This design comes from an exercise in tuning for small area on the open sky130 flow, not from production work.
The RTL was checked by simulation tests, not by an equivalence proof against the original design.
Power is estimated from default activity; no workload was simulated.

== old ==
## rv_exec_top
module rv_exec_top (
   input  logic                              i_clk,
   input  logic                              i_rst,
   input  logic                              i_valid,
   input  logic [rv_exec_pkg::XLEN-1:0]      i_inst,
   input  logic                              i_wr_en,
   input  logic [rv_exec_pkg::REG_AW-1:0]    i_wr_addr,
   input  logic [rv_exec_pkg::XLEN-1:0]      i_wr_data,
   output logic                              o_valid,
   output logic [rv_exec_pkg::XLEN-1:0]      o_result,
   output logic [rv_exec_pkg::REG_AW-1:0]    o_rd,
   output logic                              o_illegal
);
For scale: roughly 47000 sq um of cells after synthesis.
clock: 4.5 ns
lec_check: 0
cap_margin: 10
core_margin: 2
core_utilization: 30
cts_cluster_diameter: 80
cts_cluster_size: 30
setup_slack_margin: 0.25
slew_margin: 10
synth_hierarchical: 1
run.sh (not shown) runs the stock make flow with config.mk's settings and CLKGATE_MAP_FILE= SYNTH_SCRIPT=/design/flow/synth_recipe.tcl, a recipe that flattens the netlist after the stock synthesis.
Looking at the reports, old completed the entire flow and the layout it produced met the timing, DRC and antenna checks.
Edits applied to the flow inputs when going from old to new:
Settings: clearing CTS_CLUSTER_SIZE, which used to be 30; swapping 0.25 for 0.06 in SETUP_SLACK_MARGIN; clearing CTS_CLUSTER_DIAMETER, which used to be 80.
==> flow/flow/run.sh (new file) <==
#!/bin/bash
# The standard layout (standard.sh), run in two calls: first its synthesis,
# unchanged, then the rest of the flow with our own clock-tree options
# (sink clusters, and no dummy loads for balancing).
set -euo pipefail
here=$(pwd)
bash standard.sh synth > "$here/synth.log" 2>&1
export CTS_ARGS="-sink_clustering_enable -repair_clock_nets -dont_use_dummy_load -sink_clustering_size 30 -sink_clustering_max_diameter 80"
bash standard.sh > "$here/layout.log" 2>&1
==> flow/standard.sh (new file) <==
#!/bin/bash
# synth_recipe.tcl (not shown) runs the flow's synth.tcl, then flattens the netlist and writes it again
# the make line also repeats each setting of config.mk as NAME=value (left out here)
make -C /OpenROAD-flow-scripts/flow DESIGN_CONFIG=/design/flow/config.mk WORK_HOME=/design/flow/orfs CLKGATE_MAP_FILE= SYNTH_SCRIPT=/design/flow/synth_recipe.tcl "${@:-finish}"
removed: flow/run.sh
--- outcome ---
The final report for new shows a completed flow and a layout that fails verification, specifically setup timing.
Note that the detailed-route wire length recorded for new amounts to 0.930 times the value seen in old.
In new, minimum clock period after layout is higher than in old.
Compared new vs old, and layout-stage area growth over the synthesis result is down in new.
Looking at number of global-route vias before repair, new sits below old.
Going from old to new, maximum frequency decreased about 4.7%, area of placed instances decreased about 0.3%, worst clock skew on the final layout increased 55 ps, relative area of non-clock buffer cells in the final design decreased 0.71 points, count of clock-buffer cells in the layout decreased about 14%.
In new, the overall power came out 2.0% below the value in old.
new and old ended up with nearly the same combined flip-flop and latch cell area.

* * *

Setup of the baseline:
Starting RTL as in the previous note.
export LEC_CHECK = 0
export CAP_MARGIN = 10
export CORE_MARGIN = 2
export CORE_UTILIZATION = 30
export SETUP_SLACK_MARGIN = 0.1
export SLEW_MARGIN = 10
export SYNTH_HIERARCHICAL = 1
create_clock -name core_clock -period 4.5 [get_ports {i_clk}]
standard.sh (not shown) runs the stock make flow with config.mk's settings and CLKGATE_MAP_FILE= SYNTH_SCRIPT=/design/flow/synth_recipe.tcl, a recipe that flattens the netlist after the stock synthesis.
==> flow/flow/run.sh <==
#!/bin/bash
# The standard layout (standard.sh), run in two calls: first its synthesis,
# unchanged, then the rest of the flow with our own clock-tree options
# (sink clusters, and no dummy loads for balancing).
set -euo pipefail
here=$(pwd)
bash standard.sh synth > "$here/synth.log" 2>&1
export CTS_ARGS="-sink_clustering_enable -repair_clock_nets -dont_use_dummy_load -sink_clustering_size 30 -sink_clustering_max_diameter 80"
bash standard.sh > "$here/layout.log" 2>&1
The flow did not stop early for the baseline: all stages ran, and the layout cleared the timing, DRC and antenna checks.
Edits applied to the flow inputs when going from the baseline to the candidate:
Settings: CORE_UTILIZATION changed from 30 to 35.
==> summary.txt <==
Diff the baseline -> the candidate | post-layout minimum cycle time | decrease of 31 ps. Delta(sequential share of layout area, the candidate - the baseline) > 0. Diff the baseline and the candidate: worst supply voltage drop on vdd higher in the baseline. The candidate ended up with fewer standard cells than the baseline. Diff the baseline -> the candidate: core area shrank by 0.021 mm^2, worst setup slack climbed 31 ps, power lost 1.1%, reported max-cap violation count neither gained nor lost much, global-route usage increased by 4.5 points relative to the old numbers.

port drivers added, routing unchanged:
The flow's constraints put no driver on any port. The routed layouts listed below were extracted and timed again, unchanged, in two steps. Step 1, drivers: a clkbuf_16 drives i_clk and a buf_2 each remaining input, both assumed. Step 2 also shifts input and output timing later by t, the mid clock arrival at the registers, as if the neighbouring blocks saw the same clock. Three values: no drivers, after step 1, after step 2; two values: the first two.
| run | t (ns) | setup WS [ns] | clock arrival spread, ns | worst register clock-pin slew, ns | cell pins on the clock port's net |
|---|---|---|---|---|---|
| old | 0.756 | 0.153 / 0.153 / 0.153 | 0.063 / 0.062 | 0.12 / 0.12 | 1 |
| new | 0.763 | -0.062 / -0.062 / -0.062 | 0.103 / 0.103 | 0.12 / 0.12 | 1 |
| the baseline | 0.741 | 0.138 / 0.138 / 0.138 | 0.112 / 0.112 | 0.12 / 0.12 | 1 |
| the candidate | 0.760 | 0.168 / 0.168 / 0.168 | 0.095 / 0.095 | 0.12 / 0.12 | 1 |
